Context: an optimization exercise on an open-source flow, tuned for small area, a short achievable clock period and few clock cycles per item. The choices shown serve that exercise and are no tape-out recipe. At most, simulation tests tie the RTL to the original design; equivalence was not proved. The RTL of run 5 was laid out without a check of its function. Power is estimated from default activity; no workload was simulated.

[flow/design.v]
`timescale 1ns / 1ps
package gasp_pkg;
    localparam int SIDE_W = 13;
    localparam int POS_W  = 12;
    localparam int PAGE_W = 4;
    localparam logic [SIDE_W-1:0] RESET_SIDE = SIDE_W'(1024);
    localparam logic [SIDE_W-1:0] MAX_SIDE   = SIDE_W'(4096);
    localparam logic [1:0] FMT_BGRA = 2'd0;
    localparam logic [1:0] FMT_GRAY = 2'd1;
    localparam logic [1:0] FMT_MONO = 2'd2;
    localparam logic [2:0] ST_OK       = 3'd0;
    localparam logic [2:0] ST_EMPTY    = 3'd1;
    localparam logic [2:0] ST_NO_PAGES = 3'd2;
    localparam logic [2:0] ST_OUTSIDE  = 3'd3;
    localparam logic [2:0] ST_NO_GLYPH = 3'd4;
    localparam int DIV_K0 = 1;
    localparam int DIV_K1 = 2;
    localparam int DIV_K2 = 2;
    localparam int DIV_K3 = 2;
    localparam int DIV_K4 = 1;
endpackage
`timescale 1ns / 1ps
module gasp_front (
    input  logic [7:0] i_chan,
    input  logic [7:0] i_div,
    output logic       o_sat,
    output logic [7:0] o_rem,
    output logic [7:0] o_sh
);
    logic [15:0] num;
    assign num   = {i_chan, 8'd0} - {8'd0, i_chan};
    assign o_sat = (i_chan > i_div);
    gasp_div_steps #(.N(gasp_pkg::DIV_K0)) u_steps (
        .i_rem(num[15:8]),
        .i_sh (num[7:0]),
        .i_div(i_div),
        .o_rem(o_rem),
        .o_sh (o_sh)
    );
endmodule
`timescale 1ns / 1ps
module gasp_div_steps #(
    parameter int N = 1
) (
    input  logic [7:0] i_rem,
    input  logic [7:0] i_sh,
    input  logic [7:0] i_div,
    output logic [7:0] o_rem,
    output logic [7:0] o_sh
);
    logic [7:0] rem [N+1];
    logic [7:0] sh  [N+1];
    assign rem[0] = i_rem;
    assign sh[0]  = i_sh;
    for (genvar j = 0; j < N; j++) begin : g_step
        logic [8:0] trial;
        logic [9:0] diff;
        assign trial     = {rem[j], sh[j][7]};
        assign diff      = {1'b0, trial} - {2'b0, i_div};
        assign rem[j+1]  = diff[9] ? trial[7:0] : diff[7:0];
        assign sh[j+1]   = {sh[j][6:0], !diff[9]};
    end
    assign o_rem = rem[N];
    assign o_sh  = sh[N];
endmodule
`timescale 1ns / 1ps
module gasp_back #(
    parameter int N = 1
) (
    input  logic [50:0] i_ch,
    input  logic [7:0]  i_div,
    output logic [50:0] o_ch
);
    for (genvar k = 0; k < 3; k++) begin : g_ch
        gasp_div_steps #(.N(N)) u_steps (
            .i_rem(i_ch[k*17 + 8 +: 8]),
            .i_sh (i_ch[k*17 +: 8]),
            .i_div(i_div),
            .o_rem(o_ch[k*17 + 8 +: 8]),
            .o_sh (o_ch[k*17 +: 8])
        );
        assign o_ch[k*17 + 16] = i_ch[k*17 + 16];
    end
endmodule
`timescale 1ns / 1ps
module glyph_atlas_shelf_packer_writer_unit (
    input  logic                 i_clk,
    input  logic                 i_rst_n,
    input  logic                 i_cfg_we,
    input  logic                 i_cfg_index,
    input  logic [12:0]          i_cfg_data,
    input  logic                 i_in_valid,
    output logic                 o_in_ready,
    input  logic [61:0]          i_in_word,
    output logic                 o_out_valid,
    input  logic                 i_out_ready,
    output logic [64:0]          o_out_word
);
    localparam int SW = gasp_pkg::SIDE_W;
    localparam int PW = 61;
    logic [SW-1:0] r_aw, r_ah, cfg_side;
    always_comb begin
        cfg_side = i_cfg_data;
        if (cfg_side == '0) cfg_side = SW'(1);
        else if (cfg_side > gasp_pkg::MAX_SIDE) cfg_side = gasp_pkg::MAX_SIDE;
    end
    always_ff @(posedge i_clk) begin
        if (!i_rst_n) begin
            r_aw <= gasp_pkg::RESET_SIDE;
            r_ah <= gasp_pkg::RESET_SIDE;
        end else if (i_cfg_we) begin
            if (i_cfg_index) r_ah <= cfg_side;
            else             r_aw <= cfg_side;
        end
    end
    logic          r_v1, r_v2, r_v3, r_v4;
    logic          r_c1, r_c2, r_c3, r_c4;     
    logic [PW-1:0] r_p1, r_p2, r_p3, r_p4;
    logic          free1, free2, free3, free4, blk, adv3, load1, xfer;
    assign free4 = !r_v4 || i_out_ready;
    assign blk   = !r_c3 && r_v4 && !r_c4;
    assign adv3  = r_v3 && free4 && !blk;
    assign free3 = !r_v3 || adv3;
    assign free2 = !r_v2 || free3;
    assign free1 = !r_v1 || free2;
    assign load1 = i_in_valid && free1;
    assign xfer  = r_v4 && i_out_ready;
    assign o_in_ready  = free1;
    assign o_out_valid = r_v4;
    always_ff @(posedge i_clk) begin
        if (!i_rst_n) begin
            r_v1 <= 1'b0;
            r_v2 <= 1'b0;
            r_v3 <= 1'b0;
            r_v4 <= 1'b0;
        end else begin
            if (free1) r_v1 <= i_in_valid;
            if (free2) r_v2 <= r_v1;
            if (free3) r_v3 <= r_v2;
            if (free4) r_v4 <= adv3;
        end
    end
    logic          in_cmd;
    logic [SW-1:0] in_w, in_h;
    logic [1:0]    in_fmt;
    logic [7:0]    in_ch [3];      
    logic [7:0]    in_a, in_div;
    logic          in_mono, in_a0;
    logic [PW-1:0] in_pay;
    assign in_cmd   = i_in_word[61];
    assign in_w     = i_in_word[60:48];
    assign in_h     = i_in_word[47:35];
    assign in_fmt   = i_in_word[34:33];
    assign in_ch[2] = i_in_word[32:25];
    assign in_ch[1] = i_in_word[24:17];
    assign in_ch[0] = i_in_word[16:9];
    assign in_a     = i_in_word[8:1];
    assign in_mono  = i_in_word[0];
    assign in_a0    = (in_a == 8'd0);
    assign in_div   = in_a0 ? 8'd255 : in_a;
    logic [50:0] in_chs;
    for (genvar k = 0; k < 3; k++) begin : g_in
        gasp_front u_front (
            .i_chan(in_ch[k]),
            .i_div (in_div),
            .o_sat (in_chs[k*17 + 16]),
            .o_rem (in_chs[k*17 + 8 +: 8]),
            .o_sh  (in_chs[k*17 +: 8])
        );
    end
    always_comb begin
        in_pay = '0;
        if (in_cmd) begin
            in_pay = {in_div, in_a0, in_mono, in_chs};
        end else begin
            in_pay[27:0] = {in_fmt, in_w, in_h};
        end
    end
    always_ff @(posedge i_clk) begin
        if (load1) begin
            r_c1 <= in_cmd;
            r_p1 <= in_pay;
        end
    end
    logic [SW-1:0] r_cx, r_cy, r_rh;
    logic [3:0]    r_page;
    logic [11:0]   r_px, r_py, r_ox, r_yend;
    logic [1:0]    r_fmt;
    logic          r_active;
    logic [50:0]   a_chs, b_chs;
    logic [SW-1:0] a_w, a_h;
    logic [PW-1:0] a_place;
    assign a_w = r_p1[25:13];
    assign a_h = r_p1[12:0];
    always_comb begin
        a_place        = '0;
        a_place[55:43] = SW'(r_aw - a_w);
        a_place[42:30] = SW'(r_ah - a_h);
        a_place[29]    = (a_w == '0) || (a_h == '0);
        a_place[28]    = (a_w > r_aw) || (a_h > r_ah);
        a_place[27:0]  = r_p1[27:0];
    end
    gasp_back #(.N(gasp_pkg::DIV_K1)) u_sec1 (
        .i_ch (r_p1[50:0]),
        .i_div(r_p1[60:53]),
        .o_ch (a_chs)
    );
    always_ff @(posedge i_clk) begin
        if (free2) begin
            r_c2 <= r_c1;
            r_p2 <= r_c1 ? {r_p1[60:51], a_chs} : a_place;
        end
    end
    gasp_back #(.N(gasp_pkg::DIV_K2)) u_sec2 (
        .i_ch (r_p2[50:0]),
        .i_div(r_p2[60:53]),
        .o_ch (b_chs)
    );
    always_ff @(posedge i_clk) begin
        if (free3) begin
            r_c3 <= r_c2;
            r_p3 <= r_c2 ? {r_p2[60:51], b_chs} : r_p2;
        end
    end
    logic [SW-1:0] s_xw, s_yh, s_cyr;
    logic          s_empty, s_outside, s_wrap, s_np, s_nopages, s_ok;
    logic [2:0]    s_status;
    logic [3:0]    s_page;
    logic [11:0]   s_ox, s_oy;
    logic [50:0]   s_chs;
    logic [PW-1:0] s_pay;
    assign s_xw      = r_p3[55:43];
    assign s_yh      = r_p3[42:30];
    assign s_empty   = r_p3[29];
    assign s_outside = r_p3[28];
    always_comb begin
        s_cyr     = SW'(r_cy + r_rh);
        s_wrap    = (r_cx > s_xw);
        s_np      = s_wrap ? (s_cyr > s_yh) : (r_cy > s_yh);
        s_nopages = s_np && (r_page == 4'd15);
        s_ok      = !s_empty && !s_outside && !s_nopages;
        if (s_empty)        s_status = gasp_pkg::ST_EMPTY;
        else if (s_outside) s_status = gasp_pkg::ST_OUTSIDE;
        else if (s_nopages) s_status = gasp_pkg::ST_NO_PAGES;
        else                s_status = gasp_pkg::ST_OK;
        s_page = s_ok ? 4'(r_page + {3'd0, s_np}) : r_page;
        s_ox   = (s_ok && !s_np && !s_wrap) ? r_cx[11:0] : '0;
        s_oy   = (s_ok && !s_np) ? (s_wrap ? s_cyr[11:0] : r_cy[11:0]) : '0;
    end
    gasp_back #(.N(gasp_pkg::DIV_K3)) u_sec3 (
        .i_ch (r_p3[50:0]),
        .i_div(r_p3[60:53]),
        .o_ch (s_chs)
    );
    assign s_pay = r_c3 ? {r_p3[60:51], s_chs}
                        : {s_status, s_page, s_ox, s_oy, s_wrap, s_np, r_p3[27:0]};
    always_ff @(posedge i_clk) begin
        if (free4) begin
            r_c4 <= r_c3;
            r_p4 <= s_pay;
        end
    end
    logic [2:0]    x_status;
    logic [3:0]    x_page;
    logic [11:0]   x_ox, x_oy;
    logic          x_wrap, x_np;
    logic [1:0]    x_fmt;
    logic [SW-1:0] x_w, x_h;
    logic          row_end, glyph_end;
    assign x_status = r_p4[60:58];
    assign x_page   = r_p4[57:54];
    assign x_ox     = r_p4[53:42];
    assign x_oy     = r_p4[41:30];
    assign x_wrap   = r_p4[29];
    assign x_np     = r_p4[28];
    assign x_fmt    = r_p4[27:26];
    assign x_w      = r_p4[25:13];
    assign x_h      = r_p4[12:0];
    assign row_end   = (12'(r_px + 12'd1) == r_cx[11:0]);
    assign glyph_end = (12'(r_py + 12'd1) == r_yend);
    always_ff @(posedge i_clk) begin
        if (!i_rst_n) begin
            r_cx     <= '0;
            r_cy     <= '0;
            r_rh     <= '0;
            r_page   <= '0;
            r_active <= 1'b0;
        end else if (xfer) begin
            if (!r_c4) begin
                r_active <= (x_status == gasp_pkg::ST_OK);
                if (x_status == gasp_pkg::ST_OK) begin
                    r_cx   <= SW'({1'b0, x_ox} + x_w);
                    r_cy   <= {1'b0, x_oy};
                    r_rh   <= (x_np || x_wrap || x_h > r_rh) ? x_h : r_rh;
                    r_page <= x_page;
                end else if (x_status == gasp_pkg::ST_NO_PAGES && x_wrap) begin
                    r_cx <= '0;
                    r_cy <= SW'(r_cy + r_rh);
                    r_rh <= '0;
                end
            end else if (r_active && row_end && glyph_end) begin
                r_active <= 1'b0;
            end
        end
    end
    always_ff @(posedge i_clk) begin
        if (xfer) begin
            if (!r_c4) begin
                r_px   <= x_ox;
                r_ox   <= x_ox;
                r_py   <= x_oy;
                r_yend <= 12'(x_oy + x_h);
                r_fmt  <= x_fmt;
            end else if (row_end) begin
                r_px <= r_ox;
                r_py <= 12'(r_py + 12'd1);
            end else begin
                r_px <= 12'(r_px + 12'd1);
            end
        end
    end
    logic [50:0] c_chs;
    logic [7:0]  c_div, c_a;
    logic        c_a0, c_mono;
    logic [7:0]  c_quo [3];
    assign c_div  = r_p4[60:53];
    assign c_a0   = r_p4[52];
    assign c_mono = r_p4[51];
    assign c_a    = c_a0 ? 8'd0 : c_div;
    gasp_back #(.N(gasp_pkg::DIV_K4)) u_sec4 (
        .i_ch (r_p4[50:0]),
        .i_div(c_div),
        .o_ch (c_chs)
    );
    for (genvar k = 0; k < 3; k++) begin : g_quo
        assign c_quo[k] = c_chs[k*17 + 16] ? 8'd255 : c_chs[k*17 +: 8];
    end
    logic [2:0]  o_status;
    logic [3:0]  o_page;
    logic [11:0] o_px, o_py;
    logic        o_csrc;
    logic [7:0]  o_r, o_g, o_b, o_a;
    always_comb begin
        o_status = gasp_pkg::ST_OK;
        o_page   = '0;
        o_px     = '0;
        o_py     = '0;
        o_csrc   = 1'b0;
        o_r      = '0;
        o_g      = '0;
        o_b      = '0;
        o_a      = '0;
        if (!r_c4) begin
            o_status = x_status;
            o_page   = x_page;
            o_px     = x_ox;
            o_py     = x_oy;
            o_csrc   = (x_fmt == gasp_pkg::FMT_BGRA);
        end else if (!r_active) begin
            o_status = gasp_pkg::ST_NO_GLYPH;
        end else begin
            o_page = r_page;
            o_px   = r_px;
            o_py   = r_py;
            o_csrc = (r_fmt == gasp_pkg::FMT_BGRA);
            case (r_fmt)
                gasp_pkg::FMT_BGRA: begin
                    o_r = c_quo[0];
                    o_g = c_quo[1];
                    o_b = c_quo[2];
                    o_a = c_a;
                end
                gasp_pkg::FMT_GRAY: begin
                    o_r = 8'd255;
                    o_g = 8'd255;
                    o_b = 8'd255;
                    o_a = c_a;
                end
                gasp_pkg::FMT_MONO: begin
                    o_r = 8'd255;
                    o_g = 8'd255;
                    o_b = 8'd255;
                    o_a = c_mono ? 8'd255 : 8'd0;
                end
                default: ;
            endcase
        end
    end
    assign o_out_word = {r_c4, o_status, o_page, o_px, o_py, o_csrc, o_r, o_g, o_b, o_a};
endmodule
[flow/flow/run.sh]
#!/bin/bash
set -euo pipefail
bash standard.sh "BUFFER_PORTS_ARGS=-buffer_cell sky130_fd_sc_hd__buf_2" SETUP_SLACK_MARGIN=7 finish > standard_flow.log 2>&1
[flow/standard.sh]
#!/bin/bash
# synth_recipe.tcl (not shown) runs the flow's synth.tcl, then flattens the netlist and writes it again
# the make line also repeats each setting of config.mk as NAME=value (left out here)
make -C /OpenROAD-flow-scripts/flow DESIGN_CONFIG=/design/flow/config.mk WORK_HOME=/design/flow/orfs CLKGATE_MAP_FILE= SYNTH_SCRIPT=/design/flow/synth_recipe.tcl "${@:-finish}"
[flow/config.mk]
export PLATFORM = sky130hd
export DESIGN_NAME = glyph_atlas_shelf_packer_writer_unit
export DESIGN_NICKNAME = glyph_atlas_shelf_packer_writer_unit
export VERILOG_FILES = /design/flow/design.v
export SDC_FILE = /design/flow/constraint.sdc
export NUM_CORES = 4
export LEC_CHECK = 0
export CAP_MARGIN = 20
export CORE_MARGIN = 2
export CORE_UTILIZATION = 60
export CTS_BUF_LIST = sky130_fd_sc_hd__clkbuf_8
export SETUP_SLACK_MARGIN = 5
export SLEW_MARGIN = 20
[flow/constraint.sdc]
create_clock -name core_clock -period 12.0 [get_ports {i_clk}]
set_input_delay 2.4000 -clock core_clock [delete_from_list [all_inputs] [get_ports {i_clk}]]
set_output_delay 2.4000 -clock core_clock [all_outputs]
set_load 0.01 [all_outputs]
==> results of run 1 <==
## report_power, final
group,leakage (nW),internal (mW),switching [mW],total [mW]
sequential,3.64,1.76,0.323,2.08
clock,0.792,0.718,0.580,1.30
combinational,10.6,1.98,2.37,4.36
## final cells by class
type	count	area [µm²]
Clock buffer	72	991
Inverter	220	871
Tap cell	664	831
Sequential cell	372	10400
Timing Repair Buffer	331	2270
Fill cell	3771	14300
Multi-Input combinational cell	2488	18600
Clock inverter	55	448
## timing repair
action	4_1_cts	5_1_grt
pin swaps	31	53
cloned	0	0
resized for setup	62	106
setup endpoints to repair	112	114
buffers inserted	68	82
hold endpoints to repair	0	0
## cell families after synthesis
logic type | after synthesis | synth area share [%]
AO/OA/AOI/OAI | 798 | 16.6
XOR/XNOR | 193 | 5.72
adder cells (fa/ha/maj) | 364 | 16.1
buffers and inverters | 320 | 4.14
flip-flops | 372 | 35.3
multiplexers | 202 | 7.27
AND/OR/NAND/NOR | 931 | 14.9
## sequential cells by signal (all words and copies together) (netlist names), 2 cells and up
signal	count
r_fmt	2
r_p1	61
r_rh	13
r_cy	13
r_py	12
r_ah	13
r_yend	12
r_p4	61
r_p3	61
r_page	4
r_ox	12
r_p2	61
r_cx	13
r_aw	13
r_px	12
## cell usage in the layout, fill, tap and decap left out, types with 74 or more instances in the layout
| cell type | n |
|---|---|
| inv_1 | 218 |
| buf_4 | 172 |
| buf_2 | 137 |
| mux2i_1 | 102 |
| xnor2_1 | 123 |
| o21ai_0 | 205 |
| edfxtp_1 | 298 |
| mux2_2 | 92 |
| nor2_1 | 272 |
| dfxtp_1 | 74 |
| nand2_1 | 257 |
| a21oi_1 | 262 |
| ha_1 | 327 |
## how the worst max path moves through the flow
| stage | cells after the start | endpoint | startpoint | slack [ps] |
|---|---|---|---|---|
| final | 5 | o_in_ready | i_out_ready | 6580 |
| after global routing | 5 | o_in_ready | i_out_ready | 6570 |
| after CTS | 5 | o_in_ready | i_out_ready | 6590 |
| after detailed placement | 13 | r_p1[25] | i_in_word[18] | 5820 |
| after global placement | 13 | r_p1[25] | i_in_word[18] | 5900 |
| after floorplan | 18 | r_p1[25] | i_in_word[17] | 6350 |
## per-layer routing
metal  share of wire, %  GRT usage (%)  up-vias
met4                7.6           24.7        0
met5                  0              0        -
met3                6.2           5.71      313
li1                   -              -    12133
met2                 47           60.7      963
met1                 39           42.2    12133
## worst register-to-register path: cells and delay by family (launching register included)
family	cells	cell delay (ps)
flops	1	500
buf+inv	4	700
fa+ha+maj	2	530
simple gates	5	990
compound gates	8	1590
mux	1	270
## stage by stage
step                util (%)  power [mW]
floorplan                  -        4.97
global placement        64.0        5.86
detailed placement      64.0        6.02
CTS                     68.4        7.42
global route            70.7        8.23
finish                  70.7        7.73
==> summary.md, run 1 <==
| Metric | Value |
|---|---|
| Post-synthesis cell count | 3180 |
| Rel. slew slack | 27.1% |
| Routability cong. | 0.987 |
| Top cell type's share of synthesized area | 30.3% |
| Vias | 25542 |
| Max incr delay on CP | 240 ps |
| Routed vias/inst | 6.08 |
| H-tree Lvls | 3 |
| Synth area leader | edfxtp_1 |
| Longest Clk Path Bufs | 3 |
| Initial antenna violation count | 0 |
| FF-to-FF End | r_p2[49] |
| FP Rows | 81 |
| Final nets | 3927 |
| Final WL | 93200 µm |
| Static Leak | 15.1 nW |
| Setup Skew | 41.0 ps |
| Ys flop type | edfxtp_1 |
| Reg2reg start | r_p1[54] |
| PnR worst setup slack | 6580 ps |
| Clk latency of the worst-skew pair | 680 ps |
| Drt pass-1 iters | 6 |
| RSZ-0062 raised after global routing | yes |
| #FFs+latches synth | 372 |
| Worst vdd ir | 0.150 mV |
| Hold Worst Slack | 403 ps |
| Drt wl/cell | 22.2 µm |
| Count of yosys warnings during synthesis | 11 |
| Worst-path clk slew | 60 ps |
| Crit path max-delay family | simple AND/OR/NAND/NOR gates |
| Crit-path cells | buf_6 > o21ai_4 > and3_4 > nand3_4 > buf_6 |
| Global-route wire length before repair | 139000 µm |
| Critical path's slowest cell | and3_4 |
| Place WS | 5820 ps |
| Initial DRC Count | 1948 |
| CTS Buf Count | 69 |
| Crit path capture type | output pin |
| Hold path endpoint | r_p3[52] |
| Reg2reg setup slack | 7180 ps |
| Worst Tran Pin Value | 1090 ps |
| Max-slew violation count | 0 |
| Worst Hold Class | reg2reg |
| Syn nets | 3625 |
| Clock Sinks | 372 |
| Worst Path Max Fanout | 3 |
| Register area share after synthesis | 35.3% |
| Antenna-violating nets left | 0 |
| Final instance area | 34400 µm² |
| IO Count | 148 |
| Synth top cells by count | 338 x ha_1, 298 x edfxtp_1, 280 x nor2_1 |
| Worst r2r path cells | 20 |
| Buffers & Inverters on Critical Path | 2 |
| Setup violators final | 0 |
| Hpwl dp | 69600 µm |
| Share of cells above drive strength 1 | 19.9% |
| Final min period | 5420 ps |
| Fin. Hold Viols | 0 |
| Hold path depth | 0 |
| Initial Util | 60.6% |
| Status | no timing/DRC/antenna violations |
| EDFF count, synth | 298 |
| Mapped Avg Cell Area | 9.29 µm² |
| Die Width | 226 µm |
| Core Box Area | 48700 µm² |
| Vert. Die Dim | 226 µm |
| P per Cell Area | 225 nW/µm² |
| Placed Instance Area | 31200 µm² |
| Maximum number of pins on one net before global-route repair | 87 |
| Fin Setup TNS | 0 ps |
| Clock root buffer | clkbuf_8 |
| # DRC | 0 |
| Port Buf Inserts | 147 |
| Crit Path Class | in2out |
| Finished Layout Cells | 4202 |
| Worst setup SP type | primary input |
| N_diodes | 0 |
| Hold_sp | r_p2[52] |
| CTS tree | built |
| Vias in the first global route | 24675 |
| Cell variety after synth | 80 |
| Mapped Area | 29500 µm² |
| Period utilization | 45.2% |
| DP Cell Count | 3925 |
| Asr flop ratio synth | 0% |
| Max Clock Freq | 185 MHz |
| Max cap viols | 0 |
| GRT Total Usage | 36.0% |
| Worst Path Arrival | 3020 ps |
| CTS hold repair buffers | 0 |
| Worst Path Required | 9600 ps |
| Count leader, synth | ha_1 |
| Synth area leaders | edfxtp_1 30%, ha_1 14%, dfxtp_1 5.0%, a21oi_1 4.6%, o21ai_0 3.8% |
| Area Growth Syn to Fin | 16.6% |
| DIE AREA | 51000 µm² |
| Total congestion overflow | 0 |
| Most used cell along the critical path | buf_6 |
Testbench counts, summed over its fixed seeds: cycles 10,363, items 10,331.
==> inputs of run 2 (changes only) <==
==> flow/flow/run.sh (replaced) <==
#!/bin/bash
set -euo pipefail
bash standard.sh "BUFFER_PORTS_ARGS=-buffer_cell sky130_fd_sc_hd__buf_2" SETUP_SLACK_MARGIN=5.6 finish > standard_flow.log 2>&1
==> run 2 against run 1 <==
Still clean on timing, DRC and antenna; worst hold slack better by 21 ps; critical path depth up 3; maximum frequency down 10%; final cell count down 3.6%; sequential cell count unchanged; die area unchanged; cell area down 5.8%; power down 6.8%; sequential share of layout area up 1.9 points; non-clock buffer count down 153; sequential power down 2%; routed wire length down 11%; critical path type is now reg2out; critical endpoint is now o_out_word[8]; highest routed layer unchanged.
==> summary.md, run 2 <==
| Metric | Value |
|---|---|
| Status | no timing/DRC/antenna violations |
| Synth top cells by count | 338 x ha_1, 298 x edfxtp_1, 280 x nor2_1 |
| Hold path depth | 0 (unchanged) |
| Max incr delay on CP | 960 ps (+720 ps) |
| Mapped Area | 29500 µm² (unchanged) |
| Clock root buffer | clkbuf_8 |
| Reg2reg setup slack | 6170 ps (-1010 ps) |
| Core Box Area | 48700 µm² (unchanged) |
| Ys flop type | edfxtp_1 |
| #FFs+latches synth | 372 (unchanged) |
| Global-route wire length before repair | 129000 µm (-7.5%) |
| DIE AREA | 51000 µm² (unchanged) |
| Most used cell along the critical path | buf_4 |
| Most frequent cells in the layout | 338 x ha_1, 298 x edfxtp_1, 279 x nor2_1 |
| Port Buf Inserts | 147 (unchanged) |
| Worst Path Required | 9600 ps (about the same) |
| Count leader, synth | ha_1 |
| Total congestion overflow | 0 (unchanged) |
| Worst Tran Pin Value | 1140 ps (+50.3 ps) |
| Vias in the first global route | 23978 (-2.8%) |
| Routed vias/inst | 6.00 (-1.3%) |
| Worst setup SP type | register |
| Setup violators final | 0 (unchanged) |
| FP Rows | 81 (unchanged) |
| Max Clock Freq | 165 MHz (-10%) |
| Commonest non-fill, non-tap cell in the layout | ha_1 |
| Setup repair bufs after CTS | 0 (-100%) |
| Post-cts resize count | 0 (-100%) |
| GRT Total Usage | 32.6% (-3.4 points) |
| CTS Buf Count | 69 (unchanged) |
| Vert. Die Dim | 226 µm (unchanged) |
| PnR worst setup slack | 5950 ps (-633 ps) |
| FF-to-FF End | r_p4[25] |
| Fin Setup TNS | 0 ps (unchanged) |
| Switching pwr | 2.95 mW (-9.9%) |
| EDFF count, synth | 298 (unchanged) |
| Synth area leaders | edfxtp_1 30%, ha_1 14%, dfxtp_1 5.0%, a21oi_1 4.6%, o21ai_0 3.8% |
| Clk latency of the worst-skew pair | 650 ps (-30 ps) |
| Crit path capture type | output pin |
| Crit-path cells | buf_4 > and2_1 > nand2b_1 > buf_4 > nor2_1 > o21ai_0 > a21oi_1 > buf_2 |
| Finished Layout Cells | 4051 (-3.6%) |
| Post-synthesis cell count | 3180 (unchanged) |
| Period utilization | 50.4% (+5.3 points) |
| Hold path endpoint | r_p4[16] |
| Sw Share | 41.0% (-1.4 points) |
| Register area share after synthesis | 35.3% (unchanged) |
| Critical path's slowest cell | and2_1 |
| Rel. slew slack | 24.0% (-3.1 points) |
| Worst Hold Class | reg2reg |
| RSZ-0062 raised after global routing | no |
| Maximum number of pins on one net before global-route repair | 83 (-4.6%) |
| Tot Pwr | 7.21 mW (-6.8%) |
| Drt wl/cell | 20.5 µm (-7.7%) |
| Fin. Hold Viols | 0 (unchanged) |
| Setup Skew | 29.6 ps (-11.4 ps) |
| Initial DRC Count | 1452 (-25%) |
| IO Count | 148 (unchanged) |
| Share of total power in the clock network | 17.7% (+0.9 points) |
| Initial antenna violation count | 1 (+1) |
| Syn nets | 3625 (unchanged) |
| Clock Sinks | 372 (unchanged) |
| Final min period | 6050 ps (+633 ps) |
| Reg2reg start | r_p3[54] |
| Logic pwr share | 54.1% (-2.2 points) |
| Longest Clk Path Bufs | 3 (unchanged) |
| CTS tree | built |
| Drt pass-1 iters | 7 (+1) |
| Routability cong. | 0.986 (about the same) |
| # DRC | 0 (unchanged) |
| Count of yosys warnings during synthesis | 11 (unchanged) |
| Final WL | 82900 µm (-11%) |
| DP Cell Count | 3922 (-0.076%) |
| Crit Path Class | reg2out |
| H-tree Lvls | 3 (unchanged) |
| Max-slew violation count | 0 (unchanged) |
| Antenna-violating nets left | 0 (unchanged) |
| Static Leak | 14.2 nW (-6.0%) |
| Area Growth Syn to Fin | 9.78% |
| Worst vdd ir | 0.118 mV (-22%) |
| Synth area leader | edfxtp_1 |
| Vias | 24309 (-4.8%) |
| Die Width | 226 µm (unchanged) |
| Crit path max-delay family | simple AND/OR/NAND/NOR gates |
| Buffers & Inverters on Critical Path | 3 (+1) |
| CTS hold repair buffers | 0 (unchanged) |
| Share of cells above drive strength 1 | 13.0% (-6.9 points) |
| P per Cell Area | 222 nW/µm² (-0.99%) |
| Cell-internal power | 4.26 mW (-4.5%) |
| Asr flop ratio synth | 0% (unchanged) |
| Hold_sp | r_p3[16] |
| Top cell type's share of synthesized area | 30.3% (unchanged) |
| Worst r2r path cells | 18 (-10%) |
| Initial Util | 60.6% (unchanged) |
| Place WS | 5430 ps (-385 ps) |
| Cell variety after synth | 80 (unchanged) |
| Hpwl dp | 64700 µm (-7.0%) |
| Max cap viols | 0 (unchanged) |
| Worst-path clk slew | 60 ps (about the same) |
| Worst Path Max Fanout | 40 (+37) |
| Worst Path Arrival | 3650 ps (+630 ps) |
| Mapped Avg Cell Area | 9.29 µm² (unchanged) |
| Final nets | 3774 (-3.9%) |
| Part of the power in registers | 28.2% (+1.3 points) |
==> run 2: cell types whose count changed in the layout (fill, tap and decap cells not counted), moves of 11 or more <==
cell and change:
buf_4 -141, inv_1 +22, o21ai_0 +19, buf_6 -15, a21oi_1 +12, a21oi_2 -11, ha_1 +11
==> run 2: layout make-up <==
| cell class | instances | area, µm² |
|---|---|---|
| tap | 664 | 831 |
| antenna | 1 | 2.50 |
| timing repair buffer | 178 | 968 |
| fill | 3948 | 16300 |
| sequential | 372 | 10400 |
| multi-input combinational | 2488 | 17900 |
| clock inverter | 46 | 319 |
| clock buffer | 82 | 1130 |
| inverter | 220 | 826 |
==> run 2: cell families (layout without fill, tap and decap cells) <==
| logic type | Yosys count | count (layout) | synth area share, % |
|---|---|---|---|
| buffers and inverters | 320 | 526 | 4.14 |
| other | 0 | 1 | 0 |
| AO/OA/AOI/OAI | 798 | 798 | 16.6 |
| multiplexers | 202 | 202 | 7.27 |
| XOR/XNOR | 193 | 193 | 5.72 |
| flip-flops | 372 | 372 | 35.3 |
| adder cells (fa/ha/maj) | 364 | 364 | 16.1 |
| AND/OR/NAND/NOR | 931 | 931 | 14.9 |
==> run 2: metrics by stage <==
stage | utilization, % | hold WS [ps] | area [µm²]
6_report | 66.5 | 424 | 32400
5_1_grt | 66.5 | 439 | 32400
4_1_cts | 66.5 | 427 | 32400
3_5_place_dp | 63.6 | 413 | 31000
3_3_place_gp | 63.6 | 411 | 31000
2_1_floorplan | - | 400 | 29600
==> run 2: worst max path at each step <==
stage                        from  slack, ps  depth (start not counted)       endpoint
global placement     i_in_word[4]       5530                         14       r_p1[44]
CTS                          r_c4       5930                          8  o_out_word[8]
finish                       r_c4       5950                          8  o_out_word[8]
global route                 r_c4       5750                          8  o_out_word[8]
detailed placement   i_in_word[4]       5430                         14       r_p1[44]
floorplan           i_in_word[17]       6080                         18       r_p1[25]
==> run 2: layer usage <==
layer	routed length, µm	track usage, %	vias up	share of wire, %
li1	-	-	11814	-
met1	32800	37.5	11479	40
met2	40900	57.7	781	49
met3	4070	4.14	235	4.9
met4	5220	20.0	0	6.3
met5	0	0	-	0
==> run 2: power groups by stage <==
| stage | Sequential (mW) | Combinational (mW) | Clock (mW) |
|---|---|---|---|
| after floorplan | 1.90 | 3.06 | 0 |
| after global placement | 2.05 | 3.67 | 0 |
| after detailed placement | 2.05 | 3.82 | 0 |
| after CTS | 2.03 | 3.86 | 1.30 |
| after global routing | 2.05 | 4.36 | 1.35 |
| final | 2.03 | 3.90 | 1.28 |
==> inputs of run 3 (changes only) <==
==> flow/flow/run.sh (replaced) <==
#!/bin/bash
set -euo pipefail
bash standard.sh "BUFFER_PORTS_ARGS=-buffer_cell sky130_fd_sc_hd__buf_2" SETUP_SLACK_MARGIN=6.8 finish > standard_flow.log 2>&1
--- a/flow/config.mk
+++ b/flow/config.mk
@@ -9,3 +9,3 @@
 export CORE_MARGIN = 2
-export CORE_UTILIZATION = 60
+export CORE_UTILIZATION = 75
 export CTS_BUF_LIST = sky130_fd_sc_hd__clkbuf_8
==> run 3 against run 2 <==
Still clean on timing, DRC and antenna; clock power shrank 9%; non-clock buffer count grew 65; area after synthesis is the same; maximum frequency grew 12%; cell area grew 2.3%; register-to-register slack gained 690 ps; power grew 6.2%; synthesized cell count is the same; clock-buffer cell count shrank 5; critical path type is now in2out.
==> summary.md, run 3 <==
| Metric | Value |
|---|---|
| # DRC | 0 (unchanged) |
| Placed Instance Area | 31000 µm² (about the same) |
| Final WL | 98800 µm (+19%) |
| Share of total power in the clock network | 15.2% (-2.5 points) |
| Synth area leaders | edfxtp_1 30%, ha_1 14%, dfxtp_1 5.0%, a21oi_1 4.6%, o21ai_0 3.8% |
| FP Rows | 72 (-11%) |
| Met2 Usage GRT | 74.6% (+17 points) |
| H-tree Lvls | 3 (unchanged) |
| Max cap viols | 0 (unchanged) |
| Worst Path Arrival | 2980 ps (-670 ps) |
| Setup Skew | 27.7 ps (-1.91 ps) |
| Status | no timing/DRC/antenna violations |
| Count of yosys warnings during synthesis | 11 (unchanged) |
| Maximum number of pins on one net before global-route repair | 83 (unchanged) |
| Post-synthesis cell count | 3180 (unchanged) |
| DIE AREA | 41000 µm² (-20%) |
| Simple-gate portion of the synthesized area | 14.9% (unchanged) |
| Switching pwr | 3.40 mW (+15%) |
| Vias | 27815 (+14%) |
| P per Cell Area | 231 nW/µm² (+3.9%) |
| Fillers | 2082 (-47%) |
| CTS Buf Count | 66 (-4.3%) |
| Initial Util | 76.3% (+16 points) |
| Cell-internal power | 4.26 mW (about the same) |
| Clock Sinks | 372 (unchanged) |
| Longest Clk Path Bufs | 3 (unchanged) |
| Synth Area in Adders | 16.1% (unchanged) |
| RSZ-0062 raised after global routing | yes |
| Final instance area | 33200 µm² (+2.3%) |
| #FFs+latches synth | 372 (unchanged) |
| Top cell type's share of synthesized area | 30.3% (unchanged) |
| Register area share after synthesis | 35.3% (unchanged) |
| EDFF count, synth | 298 (unchanged) |
| Area of the multi-input gates | 18400 µm² (+2.5%) |
| Clock root buffer | clkbuf_8 |
| Worst-path clk slew | 60 ps (about the same) |
| Most frequent cells in the layout | 330 x ha_1, 298 x edfxtp_1, 275 x nor2_1 |
| Period utilization | 44.9% (-5.6 points) |
| Core Box Area | 38700 µm² (-21%) |
| Vias in the first global route | 27070 (+13%) |
| Count leader, synth | ha_1 |
| Clk latency of the worst-skew pair | 650 ps (about the same) |
| GRT Total Usage | 46.3% (+14 points) |
| Final min period | 5380 ps (-669 ps) |
| Hold path endpoint | r_p3[51] |
| Mux share of post-synthesis cell area | 7.27% (unchanged) |
| Met1 Use GR | 52.8% (+15 points) |
| Synth top cells by count | 338 x ha_1, 298 x edfxtp_1, 280 x nor2_1 |
| Rel. slew slack | 22.9% (-1.1 points) |
| Mapped Area | 29500 µm² (unchanged) |
| M3 GR Usage | 9.36% (+5.2 points) |
| Total congestion overflow | 0 (unchanged) |
| Sw Share | 44.4% (+3.5 points) |
| Routability cong. | 1.02 (+3.5%) |
| Largest family of logic cells by synthesized area | compound AO/OA/AOI/OAI gates |
| Drt pass-1 iters | 9 (+2) |
| Area Growth Syn to Fin | 12.3% |
| Worst setup SP type | primary input |
| FF-to-FF End | r_p4[43] |
| Routed vias/inst | 7.02 (+17%) |
| Cell variety after synth | 80 (unchanged) |
| Syn nets | 3625 (unchanged) |
| Ys flop type | edfxtp_1 |
| Worst r2r path cells | 18 (unchanged) |
| Worst Path Max Fanout | 2 (-95%) |
| IO Count | 148 (unchanged) |
| Port Buf Inserts | 147 (unchanged) |
| Xor/xnor cell area share of the yosys netlist | 5.72% (unchanged) |
| Part of the power in registers | 27.4% (-0.8 points) |
| Global-route wire length before repair | 147000 µm (+14%) |
| Reg2reg start | r_p3[57] |
| Max-slew violation count | 0 (unchanged) |
| Hold path depth | 0 (unchanged) |
| Share of cells above drive strength 1 | 16.7% (+3.7 points) |
| Crit path capture type | output pin |
| Asr flop ratio synth | 0% (unchanged) |
| Mapped Avg Cell Area | 9.29 µm² (unchanged) |
| Synth area leader | edfxtp_1 |
| Worst Hold Class | reg2reg |
| Hpwl dp | 68700 µm (+6.2%) |
| Hold_sp | r_p2[51] |
| Max Clock Freq | 186 MHz (+12%) |
| Worst Path Required | 9600 ps (about the same) |
| Worst Tran Pin Value | 1150 ps (+12.7 ps) |
| Worst vdd ir | 0.147 mV (+25%) |
| Fin Setup TNS | 0 ps (unchanged) |
| Setup violators final | 0 (unchanged) |
| Logic pwr share | 57.4% (+3.3 points) |
| Static Leak | 14.5 nW (+2.3%) |
| Die Width | 202 µm (-10%) |
| Drt wl/cell | 25.0 µm (+22%) |
| Tot Pwr | 7.66 mW (+6.2%) |
| Commonest non-fill, non-tap cell in the layout | ha_1 |
| Final nets | 3837 (+1.7%) |
| Synth Area in Compound Gates | 16.6% (unchanged) |
| Busiest grt layer | met2 |
| Initial DRC Count | 3643 (+150%) |
| CTS tree | built |
| Fin. Hold Viols | 0 (unchanged) |
| Antenna-violating nets left | 0 (unchanged) |
| FF+latch area | 10400 µm² (unchanged) |
| Reg2reg setup slack | 6860 ps (+690 ps) |
| Initial antenna violation count | 3 (+2) |
| Vert. Die Dim | 202 µm (-10%) |
| Crit Path Class | in2out |
run 3: cell counts after synthesis:
No cell type changed its count.
run 3: power groups by stage:
stage,combinational [mW],sequential [mW],clock (mW)
after floorplan,3.06,1.90,0
after global placement,3.68,2.07,0
after detailed placement,3.95,2.08,0
after CTS,4.07,2.05,1.15
after global routing,4.71,2.10,1.20
final,4.40,2.10,1.17
run 3: cell families after synthesis:
kind of cell	Yosys count
AND/OR/NAND/NOR	931
AO/OA/AOI/OAI	798
flip-flops	372
adder cells (fa/ha/maj)	364
buffers and inverters	320
multiplexers	202
XOR/XNOR	193
run 3: layer usage:
layer,wire length [µm],vias to the layer above
li1,-,11962
met3,11400,815
met2,44200,2361
met1,32300,12673
met4,11000,4
met5,29,-
run 3: critical path, stage by stage:
cell     delay (ps)
buf_6           100
o21ai_2          40
and3_4          220
nand3_4          80
buf_6           140
run 3: how the worst max path moves through the flow:
stage	startpoint	to	slack [ps]	cells after the start
6_report	i_out_ready	o_in_ready	6620	5
5_1_grt	r_p3[57]	r_p4[43]	6590	18
3_3_place_gp	i_in_word[18]	r_p1[25]	5920	13
4_1_cts	i_out_ready	o_in_ready	6620	5
2_1_floorplan	i_in_word[17]	r_p1[25]	6350	18
3_5_place_dp	i_in_word[18]	r_p1[25]	5880	13
run 3: layout make-up:
class	instances	area share (%)
flip-flops and latches	372	31.4
diodes	2	0.0151
repair buffers	243	4.76
multi-input cells	2489	55.4
clock buffers	77	3.20
inverters	220	2.60
clock inverters	39	0.600
well taps	518	1.95
run 3: per-stage QoR:
stage          utilization (%)  hold WS (ps)  setup slack [ps]  std cells
2_1_floorplan                -           400              6350       3180
3_3_place_gp              80.0           402              5920       3776
3_5_place_dp              80.0           415              5880       3776
4_1_cts                   84.0           430              6620       3914
5_1_grt                   85.6           432              6590       3958
6_report                  85.6           429              6620       3960
run 3: what timing repair did:
| action | 4_1_cts | 5_1_grt |
|---|---|---|
| hold buffers | 0 | 0 |
| gates resized for setup | 26 | 81 |
| endpoints found under the hold margin | 0 | 0 |
| cloned | 0 | 2 |
| pin swaps | 8 | 30 |
| setup endpoints to repair | 117 | 91 |
| buffers inserted | 22 | 42 |
==> inputs of run 4 (changes only) <==
==> flow/flow/run.sh (replaced) <==
#!/bin/bash
set -euo pipefail
bash standard.sh "BUFFER_PORTS_ARGS=-buffer_cell sky130_fd_sc_hd__buf_2" SETUP_SLACK_MARGIN=6.2 finish > standard_flow.log 2>&1
--- a/flow/config.mk
+++ b/flow/config.mk
@@ -9,3 +9,3 @@
 export CORE_MARGIN = 2
-export CORE_UTILIZATION = 75
+export CORE_UTILIZATION = 60
 export CTS_BUF_LIST = sky130_fd_sc_hd__clkbuf_8
==> run 4 against run 3 <==
First-iteration DRC count down 50%; still clean on timing, DRC and antenna; power down 5.9%; largest cell class unchanged; sequential cell count unchanged.
==> summary.md, run 4 <==
| Metric | Value |
|---|---|
| Status | no timing/DRC/antenna violations |
| Hold_sp | r_p2[16] |
| Hold path endpoint | r_p3[16] |
| Setup violators final | 0 (unchanged) |
| Crit Path Class | in2reg |
| Routed vias/inst | 6.04 (-14%) |
| Most used cell along the critical path | o21a_1 |
| Fin Setup TNS | 0 ps (unchanged) |
| FP Rows | 81 (+13%) |
| Wire length on met2 | 41500 µm (-6.1%) |
| Vias in the first global route | 24170 (-11%) |
| Metal1 wirelength | 32800 µm (+1.6%) |
| Max Clock Freq | 177 MHz (-4.5%) |
| Reg2reg setup slack | 6430 ps (-430 ps) |
| Max incr delay on CP | 590 ps (+370 ps) |
| Setup Skew | 34.7 ps (+7.01 ps) |
| # DRC | 0 (unchanged) |
| Drt pass-1 iters | 8 (-1) |
| Initial DRC Count | 1837 (-50%) |
| Worst Path Max Fanout | 9 (+7) |
| Highest routed metal layer | met4 |
| Cell variety after synth | 80 (unchanged) |
| Total congestion overflow | 0 (unchanged) |
| Crit path capture type | register |
| Register area share after synthesis | 35.3% (unchanged) |
| Hpwl dp | 65400 µm (-4.8%) |
| CTS tree | built |
| Commonest non-fill, non-tap cell in the layout | ha_1 |
| Worst Hold Class | reg2reg |
| Maximum number of pins on one net before global-route repair | 69 (-17%) |
| Initial antenna violation count | 1 (-2) |
| Critical path's slowest cell | or4_1 |
| Worst setup SP type | primary input |
| Share of cells above drive strength 1 | 13.3% (-3.4 points) |
| P per Cell Area | 222 nW/µm² (-4.0%) |
| Crit-path cells | buf_2 > or4_1 > nor2_4 > or2_2 > inv_1 > ha_1 > nor2b_1 > o21ai_0 > a21boi_0 > o21a_1 > o21a_1 > o41a_2 > mux2_2 > and2_1 |
| Synth area leader | edfxtp_1 |
| Mapped Area | 29500 µm² (unchanged) |
| Routability cong. | 0.955 (-6.4%) |
| Area Growth Syn to Fin | 10.0% |
| Syn nets | 3625 (unchanged) |
| CTS Buf Count | 68 (+3.0%) |
| Count leader, synth | ha_1 |
| Clk latency of the worst-skew pair | 650 ps (about the same) |
| Worst Path Required | 12400 ps (+2800 ps) |
| Hold path depth | 0 (unchanged) |
| Most frequent cells in the layout | 337 x ha_1, 298 x edfxtp_1, 277 x nor2_1 |
| Port Buf Inserts | 147 (unchanged) |
| Rel. slew slack | 22.3% (-0.59 points) |
| Place WS | 5610 ps (-271 ps) |
| Die Width | 226 µm (+12%) |
| Core Box Area | 48700 µm² (+26%) |
| IO Count | 148 (unchanged) |
| Longest Clk Path Bufs | 3 (unchanged) |
| Initial Util | 60.6% (-16 points) |
| Post-synthesis cell count | 3180 (unchanged) |
| Count of yosys warnings during synthesis | 11 (unchanged) |
| CTS hold repair buffers | 0 (unchanged) |
| Worst-path clk slew | 70 ps (about the same) |
| Synth top cells by count | 338 x ha_1, 298 x edfxtp_1, 280 x nor2_1 |
| Max cap viols | 0 (unchanged) |
| Final nets | 3782 (-1.4%) |
| Clock root buffer | clkbuf_8 |
| Final min period | 5640 ps (+255 ps) |
| Top cell type's share of synthesized area | 30.3% (unchanged) |
| FF-to-FF End | r_p4[25] |
| Vias | 24496 (-12%) |
| Drt wl/cell | 20.7 µm (-17%) |
| PnR worst setup slack | 6360 ps (-255 ps) |
| DIE AREA | 51000 µm² (+24%) |
| RSZ-0062 raised after global routing | no |
| #FFs+latches synth | 372 (unchanged) |
| Period utilization | 47.0% (+2.1 points) |
| Worst vdd ir | 0.157 mV (+6.4%) |
| Worst r2r path cells | 18 (unchanged) |
| Fillers | 3974 (+91%) |
| Vert. Die Dim | 226 µm (+12%) |
| GRT Total Usage | 33.0% (-13 points) |
| Worst Tran Pin Value | 1170 ps (+13.2 ps) |
| Static Leak | 14.2 nW (-2.1%) |
| Max-slew violation count | 0 (unchanged) |
| Global-route wire length before repair | 130000 µm (-11%) |
| Asr flop ratio synth | 0% (unchanged) |
| Reg2reg start | r_p3[54] |
| H-tree Lvls | 3 (unchanged) |
| Mapped Avg Cell Area | 9.29 µm² (unchanged) |
| Final WL | 84100 µm (-15%) |
| Worst Path Arrival | 6040 ps (+3060 ps) |
| Area of the multi-input gates | 18000 µm² (-2.2%) |
| Clock Sinks | 372 (unchanged) |
| FF+latch area | 10400 µm² (unchanged) |
| Antenna-violating nets left | 0 (unchanged) |
| Synth area leaders | edfxtp_1 30%, ha_1 14%, dfxtp_1 5.0%, a21oi_1 4.6%, o21ai_0 3.8% |
| Routed wl met3 | 4460 µm (-61%) |
| Ys flop type | edfxtp_1 |
| EDFF count, synth | 298 (unchanged) |
| Fin. Hold Viols | 0 (unchanged) |
## run 4: cell families after synthesis
family | after synthesis | share of synthesized area [%]
buffers and inverters | 320 | 4.14
AOI/OAI and AO/OA | 798 | 16.6
muxes | 202 | 7.27
and+or+nand+nor | 931 | 14.9
adders and majority gates | 364 | 16.1
xor gates and xnor gates | 193 | 5.72
DFF | 372 | 35.3
## run 4: worst max path at each step
stage	start	to	slack, ps	cells past startpoint
2_1_floorplan	i_in_word[17]	r_p1[25]	6200	18
3_3_place_gp	i_in_word[4]	r_p1[44]	5680	14
3_5_place_dp	i_in_word[4]	r_p1[44]	5610	14
4_1_cts	r_p1[54]	r_p2[9]	6230	17
5_1_grt	r_p3[54]	r_p4[25]	6170	18
6_report	i_in_word[4]	r_p1[44]	6360	14
## run 4: metal layers
metal	vias to the layer above	GRT usage, %
met5	-	0
met3	237	4.80
met2	886	58.3
li1	11834	-
met1	11539	37.7
met4	0	20.2
## run 4: power breakdown
group	switching, mW	leakage [nW]	internal (mW)
Combinational	2.13	9.76	1.81
Sequential	0.287	3.64	1.75
Clock	0.552	0.774	0.675
## run 4: cell type report
cell class	instances	area share, %
antenna	2	0.0154
clock buffer	77	3.26
clock inverter	46	0.958
inverter	220	2.58
multi-input combinational	2488	55.3
sequential	372	32.1
tap	664	2.56
timing repair buffer	187	3.23
## run 4: repair_timing
| item | CTS | global route |
|---|---|---|
| buffers inserted | 2 | 11 |
| gates resized for setup | 2 | 9 |
| setup endpoints to repair | 6 | 40 |
| cloned | 0 | 0 |
| pin swaps | 0 | 1 |
| hold endpoints to repair | 0 | 0 |
## run 4: worst max-delay path, delay by kind of cell
kind	cells	cell delay, ps
AND/OR/NAND/NOR	5	1340
buffers and inverters	2	350
AO/OA/AOI/OAI	5	1310
adder cells (fa/ha/maj)	1	330
multiplexers	1	300
## run 4: per-stage QoR
stage / hold WS, ps / instances / instance area (µm²) / utilization [%] / total power, mW
CTS: 437 / 4043 / 32400 / 66.4 / 7.14
global placement: 407 / 3918 / 31000 / 63.5 / 5.72
floorplan: 400 / 3180 / 29600 / - / 4.96
detailed placement: 429 / 3918 / 31000 / 63.5 / 5.88
finish: 437 / 4056 / 32500 / 66.7 / 7.21
global route: 436 / 4055 / 32500 / 66.7 / 7.74
==> inputs of run 5 (changes only) <==
--- a/flow/design.v
+++ b/flow/design.v
@@ -30,3 +30,5 @@
     logic [15:0] num;
-    assign num   = {i_chan, 8'd0} - {8'd0, i_chan};
+    logic [7:0]  dec;
+    assign dec   = i_chan - 8'd1;
+    assign num   = {(i_chan == 8'd0) ? 8'd0 : dec, ~dec};
     assign o_sat = (i_chan > i_div);
==> flow/flow/run.sh (replaced) <==
#!/bin/bash
set -euo pipefail
bash standard.sh "BUFFER_PORTS_ARGS=-buffer_cell sky130_fd_sc_hd__buf_2" SETUP_SLACK_MARGIN=6.6 finish > standard_flow.log 2>&1
--- a/flow/config.mk
+++ b/flow/config.mk
@@ -9,3 +9,3 @@
 export CORE_MARGIN = 2
-export CORE_UTILIZATION = 60
+export CORE_UTILIZATION = 70
 export CTS_BUF_LIST = sky130_fd_sc_hd__clkbuf_8
==> run 5 against run 4 <==
Worst hold slack lost 19 ps; first-iteration DRC count grew 51%; global-route usage grew 6.6 points; largest power group unchanged; synthesized cell count shrank 0.44%; clock-buffer cell count shrank 3; clock skew grew 20 ps; largest cell class unchanged; combinational power grew 5.3%; via count grew 5.7%; maximum frequency grew 3.4%; sequential power is essentially flat.
==> summary.md, run 5 <==
| Metric | Value |
|---|---|
| Status | no timing/DRC/antenna violations |
| N_diodes | 0 (-2) |
| Initial antenna violation count | 2 (+1) |
| Crit-path cells | buf_8 > o21ai_2 > and3_4 > nand3_2 > buf_6 |
| FF+latch area | 10400 µm² (unchanged) |
| Clk latency of the worst-skew pair | 650 ps (about the same) |
| H-tree Lvls | 3 (unchanged) |
| Clock root buffer | clkbuf_8 |
| Top cell type's share of synthesized area | 30.2% (-0.090 points) |
| Max cap viols | 0 (unchanged) |
| Syn nets | 3614 (-0.30%) |
| Place WS | 5780 ps (+173 ps) |
| Die Width | 210 µm (-7.2%) |
| Clock Sinks | 372 (unchanged) |
| Global-route wire length before repair | 135000 µm (+3.9%) |
| DP Cell Count | 3765 (-3.9%) |
| Antenna-violating nets left | 0 (unchanged) |
| FF-to-FF End | r_p4[9] |
| P per Cell Area | 229 nW/µm² (+3.2%) |
| Setup violators final | 0 (unchanged) |
| Static Leak | 14.1 nW (-0.74%) |
| Worst vdd ir | 0.221 mV (+41%) |
| Drt wl/cell | 22.5 µm (+8.7%) |
| Worst-path clk slew | 60 ps (about the same) |
| Routability cong. | 1.01 (+5.6%) |
| Longest Clk Path Bufs | 3 (unchanged) |
| Reg2reg setup slack | 6810 ps (+380 ps) |
| Area of the multi-input gates | 18200 µm² (+0.99%) |
| CTS tree | built |
| Hold path endpoint | r_p3[52] |
| Vias | 25904 (+5.7%) |
| Hold path depth | 0 (unchanged) |
| Synth area leaders | edfxtp_1 30%, ha_1 14%, dfxtp_1 5.0%, a21oi_1 4.3%, xnor2_1 3.9% |
| Cell variety after synth | 90 (+13%) |
| Count leader, synth | ha_1 |
| # DRC | 0 (unchanged) |
| Finished Layout Cells | 3919 (-3.4%) |
| IO Count | 148 (unchanged) |
| Final min period | 5450 ps (-183 ps) |
| Share of cells above drive strength 1 | 13.7% (+0.42 points) |
| Fin Setup TNS | 0 ps (unchanged) |
| GRT Total Usage | 39.5% (+6.6 points) |
| Total congestion overflow | 0 (unchanged) |
| Hold_sp | r_p2[52] |
| Reg2reg start | r_p3[54] |
| Port Buf Inserts | 147 (unchanged) |
| Core Box Area | 41900 µm² (-14%) |
| Rel. slew slack | 35.6% (+13 points) |
| Max Clock Freq | 183 MHz (+3.4%) |
| Worst Tran Pin Value | 962 ps (-204 ps) |
| Count of yosys warnings during synthesis | 11 (unchanged) |
| Fin. Hold Viols | 0 (unchanged) |
| Max incr delay on CP | 260 ps (-330 ps) |
| Critical path's slowest cell | and3_4 |
| Setup Skew | 55.1 ps (+20.4 ps) |
| Ys flop type | edfxtp_1 |
| Final WL | 88300 µm (+5.1%) |
| Drt pass-1 iters | 7 (-1) |
| Tot Pwr | 7.46 mW (+3.5%) |
| Worst r2r path cells | 18 (unchanged) |
| Most frequent cells in the layout | 340 x ha_1, 298 x edfxtp_1, 280 x nor2_1 |
| Vert. Die Dim | 210 µm (-7.2%) |
| Final nets | 3775 (-0.19%) |
| Initial DRC Count | 2767 (+51%) |
| Initial Util | 70.8% (+10 points) |
| Mapped Area | 29600 µm² (+0.30%) |
| Area Growth Syn to Fin | 9.99% (about the same) |
| RSZ-0062 raised after global routing | yes |
| Maximum number of pins on one net before global-route repair | 85 (+23%) |
| Asr flop ratio synth | 0% (unchanged) |
| Routed vias/inst | 6.61 (+9.4%) |
| EDFF count, synth | 298 (unchanged) |
| Vias in the first global route | 25347 (+4.9%) |
| CTS hold repair buffers | 0 (unchanged) |
| Synth top cells by count | 341 x ha_1, 298 x edfxtp_1, 284 x nor2_1 |
| Commonest non-fill, non-tap cell in the layout | ha_1 |
| #FFs+latches synth | 372 (unchanged) |
| Post-synthesis cell count | 3166 (-0.44%) |
| Register area share after synthesis | 35.2% (-0.10 points) |
| CTS Buf Count | 67 (-1.5%) |
| PnR worst setup slack | 6550 ps (+183 ps) |
| Worst Hold Class | reg2reg |
| Max-slew violation count | 0 (unchanged) |
| Worst Path Arrival | 3050 ps (-2990 ps) |
| Synth area leader | edfxtp_1 |
| Crit path capture type | output pin |
| Hpwl dp | 66800 µm (+2.1%) |
| Period utilization | 45.5% (-1.5 points) |
| Utilization after layout | 77.9% (+11 points) |
| DIE AREA | 44000 µm² (-14%) |
| Worst Path Max Fanout | 3 (-6) |
| FP Rows | 75 (-7.4%) |
| Worst setup SP type | primary input |
| Mapped Avg Cell Area | 9.36 µm² (+0.74%) |
| Worst Path Required | 9600 ps (-2800 ps) |
| Fillers | 2798 (-30%) |
| Crit Path Class | in2out |
-- run 5: metrics by stage --
stage	hold WS, ps	area, µm²
floorplan	400	29700
global placement	402	30800
detailed placement	405	30800
CTS	416	32300
global route	431	32600
finish	418	32600
-- run 5: final cells by class --
type	instances	area share, %
inverters	205	2.40
repair buffers	200	3.63
clock inverters	48	1.06
flip-flops and latches	372	32.0
clock buffers	74	3.12
multi-input cells	2481	55.7
well taps	539	2.07
-- run 5: worst max-delay path, delay by kind of cell --
kind                   cells  cell delay [ps]
AND/OR/NAND/NOR            2              360
buffers and inverters      2              240
AO/OA/AOI/OAI              1               50
-- run 5: routing by layer --
layer | track usage (%) | vias to the layer above | share of wire [%]
met5 | 0 | - | 0.031
met4 | 25.4 | 4 | 7.1
met3 | 6.45 | 349 | 8.0
met2 | 68.1 | 1407 | 48
met1 | 46.0 | 12264 | 37
li1 | - | 11880 | -
-- run 5: logic make-up after synthesis --
group           synth area share, %
simple gates                   15.1
compound gates                 16.5
flops                          35.2
fa+ha+maj                      16.2
buf+inv                        4.06
mux                            7.20
xor+xnor                       5.76
-- run 5: worst max path at each step --
stage / from / endpoint / slack (ps)
finish: i_out_ready / o_in_ready / 6550
CTS: i_out_ready / o_in_ready / 6560
global route: i_out_ready / o_in_ready / 6530
floorplan: i_in_word[12] / r_p1[10] / 6310
global placement: i_in_word[12] / r_p1[10] / 5870
detailed placement: i_in_word[12] / r_p1[10] / 5780
-- run 5: repair_timing --
action	4_1_cts	5_1_grt
buffers inserted	6	24
hold endpoints to repair	0	0
pin swaps	3	5
resized for setup	19	15
setup endpoints to repair	54	73
gates cloned	0	1
-- run 5: power breakdown --
part / total (mW) / switching (mW) / internal, mW
Sequential: 2.07 / 0.310 / 1.76
Combinational: 4.15 / 2.32 / 1.84
Clock: 1.24 / 0.575 / 0.663
Total: 7.46 / 3.20 / 4.26
==> inputs of run 6 (changes only) <==
--- a/flow/design.v
+++ b/flow/design.v
@@ -30,5 +30,3 @@
     logic [15:0] num;
-    logic [7:0]  dec;
-    assign dec   = i_chan - 8'd1;
-    assign num   = {(i_chan == 8'd0) ? 8'd0 : dec, ~dec};
+    assign num   = {i_chan, 8'd0} - {8'd0, i_chan};
     assign o_sat = (i_chan > i_div);
==> run 6 against run 5 <==
Area after synthesis fell by 0.30%; utilization rose by 0.052 points; still clean on timing, DRC and antenna; sequential power barely moved; critical path type unchanged; global-route usage fell by 1.9 points; sequential cell count did not move.
==> summary.md, run 6 <==
| Metric | Value |
|---|---|
| Worst Path Max Fanout | 2 (-1) |
| P per Cell Area | 219 nW/µm² (-4.2%) |
| Setup violators final | 0 (unchanged) |
| Longest Clk Path Bufs | 3 (unchanged) |
| Worst-path clk slew | 60 ps (about the same) |
| DIE AREA | 43900 µm² (-0.29%) |
| Maximum number of pins on one net before global-route repair | 83 (-2.4%) |
| Period utilization | 44.9% (-0.52 points) |
| Cell-internal power | 4.15 mW (-2.6%) |
| Asr flop ratio synth | 0% (unchanged) |
| Worst Path Arrival | 2990 ps (-60 ps) |
| Post-synthesis cell count | 3180 (+0.44%) |
| Place WS | 5860 ps (+78.4 ps) |
| Worst Tran Pin Value | 1190 ps (+223 ps) |
| FP Rows | 75 (unchanged) |
| DP Cell Count | 3792 (+0.72%) |
| Drt wl/cell | 21.3 µm (-5.4%) |
| FF-to-FF End | r_p4[48] |
| Crit Path Class | in2out |
| Static Leak | 14.2 nW (+1.0%) |
| Crit-path cells | buf_6 > o21ai_2 > and3_4 > nand3_4 > buf_6 |
| Buffers & Inverters on Critical Path | 2 (unchanged) |
| Worst setup SP type | primary input |
| Hold path depth | 0 (unchanged) |
| Cell variety after synth | 80 (-11%) |
| Global-route wire length before repair | 130000 µm (-4.0%) |
| Hold Worst Slack | 420 ps (+2.38 ps) |
| Max Clock Freq | 185 MHz (+1.2%) |
| Worst r2r path cells | 19 (+1) |
| Initial antenna violation count | 4 (+2) |
| Final nets | 3791 (+0.42%) |
| Share of cells above drive strength 1 | 14.4% (+0.66 points) |
| Status | no timing/DRC/antenna violations |
| Routed vias/inst | 6.42 (-2.8%) |
| Hold path endpoint | r_p3[16] |
| Reg2reg start | r_p3[54] |
| Utilization after layout | 77.9% (about the same) |
| Fin. Hold Viols | 0 (unchanged) |
| Vias | 25303 (-2.3%) |
| Antenna-violating nets left | 0 (unchanged) |
| Max incr delay on CP | 220 ps (-40 ps) |
| Worst Path Required | 9600 ps (about the same) |
| Synth Area in Compound Gates | 16.6% (+0.070 points) |
| Share of total power in the clock network | 15.4% (-1.2 points) |
| Vias in the first global route | 24632 (-2.8%) |
| PnR worst setup slack | 6610 ps (+62.1 ps) |
| Count of yosys warnings during synthesis | 11 (unchanged) |
| EDFF count, synth | 298 (unchanged) |
| Most used cell along the critical path | buf_6 |
| Final WL | 83900 µm (-5.0%) |
| Synth area leaders | edfxtp_1 30%, ha_1 14%, dfxtp_1 5.0%, a21oi_1 4.6%, o21ai_0 3.8% |
| Routability cong. | 0.972 (-3.6%) |
| Ys flop type | edfxtp_1 |
| Final min period | 5390 ps (-62.1 ps) |
| Core Box Area | 41800 µm² (-0.22%) |
| Reg2reg setup slack | 6900 ps (+90 ps) |
| CTS tree | built |
| Most frequent cells in the layout | 335 x ha_1, 298 x edfxtp_1, 276 x nor2_1 |
| Commonest non-fill, non-tap cell in the layout | ha_1 |
| Clock root buffer | clkbuf_8 |
| Vert. Die Dim | 209 µm (-0.15%) |
| RSZ-0062 raised after global routing | yes |
| Mapped Area | 29500 µm² (-0.30%) |
| Clk latency of the worst-skew pair | 680 ps (+30 ps) |
| Synth area leader | edfxtp_1 |
| #FFs+latches synth | 372 (unchanged) |
| Rel. slew slack | 20.5% (-15 points) |
| GRT Total Usage | 37.7% (-1.9 points) |
| Total congestion overflow | 0 (unchanged) |
| H-tree Lvls | 2 (-1) |
| Part of the power in registers | 28.6% (+0.9 points) |
| Synth Area in Adders | 16.1% (-0.079 points) |
| Clock Sinks | 372 (unchanged) |
| Finished Layout Cells | 3939 (+0.51%) |
| Area Growth Syn to Fin | 10.1% |
| Crit path max-delay family | simple AND/OR/NAND/NOR gates |
| Logic pwr share | 56.0% (+0.3 points) |
| Count leader, synth | ha_1 |
| Switching pwr | 2.99 mW (-6.7%) |
| Fin Setup TNS | 0 ps (unchanged) |
| Register area share after synthesis | 35.3% (+0.10 points) |
| Xor/xnor cell area share of the yosys netlist | 5.72% (-0.038 points) |
| Synth top cells by count | 338 x ha_1, 298 x edfxtp_1, 280 x nor2_1 |
| Critical path's slowest cell | and3_4 |
| Worst vdd ir | 0.156 mV (-29%) |
| Crit path capture type | output pin |
| Die Width | 209 µm (-0.15%) |
| CTS Buf Count | 61 (-9.0%) |
| Hold_sp | r_p2[16] |
| Worst Hold Class | reg2reg |
| Port Buf Inserts | 147 (unchanged) |
| Simple-gate portion of the synthesized area | 14.9% (-0.21 points) |
| Largest family of logic cells by synthesized area | compound AO/OA/AOI/OAI gates |
| Initial DRC Count | 2432 (-12%) |
| Initial Util | 70.8% (about the same) |
| Max-slew violation count | 0 (unchanged) |
| Hpwl dp | 64800 µm (-3.0%) |
| Sw Share | 41.9% (-1.1 points) |
| IO Count | 148 (unchanged) |
| Top cell type's share of synthesized area | 30.3% (+0.090 points) |
| Max cap viols | 0 (unchanged) |
| Setup Skew | 23.0 ps (-32.2 ps) |
| Mux share of post-synthesis cell area | 7.27% (+0.072 points) |
| Drt pass-1 iters | 6 (-1) |
| # DRC | 0 (unchanged) |
| Mapped Avg Cell Area | 9.29 µm² (-0.73%) |
| Syn nets | 3625 (+0.30%) |
| CTS hold repair buffers | 0 (unchanged) |
run 6: power groups by stage:
stage	Combinational, mW	Clock, mW	Sequential, mW
after detailed placement	3.83	0	2.05
after CTS	3.88	1.10	2.03
after global routing	4.41	1.16	2.05
after floorplan	3.06	0	1.90
final	4.00	1.10	2.04
after global placement	3.64	0	2.04
run 6: final cells by class:
class                           count  area (µm²)
Sequential cell                   372       10400
Clock buffer                       67         922
Inverter                          220         848
Fill cell                        2846        9220
Multi-Input combinational cell   2489       18200
Clock inverter                     49         277
Tap cell                          539         674
Antenna cell                        1        2.50
Timing Repair Buffer              202        1220
run 6: what timing repair did:
action	CTS	global route
pin swaps	2	12
endpoints found under the setup margin	54	81
resized for setup	14	21
cloned	0	1
hold endpoints to repair	0	0
setup buffers	6	22
run 6: cells by family after synthesis:
kind of cell | after synthesis
AOI/OAI and AO/OA | 798
xor gates and xnor gates | 193
adders and majority gates | 364
buffers and inverters | 320
DFF | 372
muxes | 202
and+or+nand+nor | 931
run 6: through the flow:
step,cell area [µm²],power (mW)
after global placement,30900,5.68
after detailed placement,30900,5.88
final,32500,7.13
after CTS,32300,7.01
after floorplan,29700,4.96
after global routing,32500,7.61
run 6: how the worst max path moves through the flow:
stage                       start          to  slack (ps)  depth (start not counted)
floorplan           i_in_word[17]    r_p1[25]        6350                         18
global placement    i_in_word[18]    r_p1[25]        5870                         13
detailed placement  i_in_word[18]    r_p1[25]        5860                         13
CTS                   i_out_ready  o_in_ready        6600                          5
global route        i_in_word[20]    r_p1[27]        6540                         18
finish                i_out_ready  o_in_ready        6610                          5
run 6: layer usage:
layer	vias up	track usage (%)	wire [µm]
met5	-	0	39
met2	1210	65.0	40500
met3	317	5.28	5660
met4	6	24.7	6060
li1	11867	-	-
met1	11903	44.1	31700
Testbench counts of run 6, summed over its fixed seeds: cycles 10,363, items 10,331.

[what the ideal ports hide]
The results above use ideal ports. As a check the final layouts listed here were re-extracted and re-timed, cells and wires unchanged.
Step 1 sets driving cells, clkbuf_16 on the clock port and buf_2 on the other inputs (assumed; they add their load-dependent delay and slew).
Step 2 moves the port delays by t, midway between the first and last clock arrival at a register: inputs arrive t later, outputs are due t later. That takes back most of the time a late clock gives input paths.
a / b / c = no drivers / after step 1 / after step 2; a / b = the first two.
run | shift t [ns] | slack for setup (ns) | hold WS [ns]
run 1 | 0.716 | 6.582 / 6.505 / 6.145 | 0.403 / 0.403 / 0.403
run 2 | 0.691 | 5.948 / 5.893 / 5.467 | 0.424 / 0.424 / 0.424
run 3 | 0.694 | 6.617 / 6.581 / 6.058 | 0.429 / 0.429 / 0.429
run 4 | 0.689 | 6.362 / 6.369 / 5.702 | 0.437 / 0.437 / 0.437
run 5 | 0.679 | 6.545 / 6.503 / 6.120 | 0.418 / 0.418 / 0.418
run 6 | 0.726 | 6.607 / 6.570 / 5.961 | 0.420 / 0.420 / 0.420
After both steps every run listed still meets setup and hold. For run 4, which loses most, drivers alone change the setup slack by +0.007 ns; drivers and shift together by -0.660 ns.
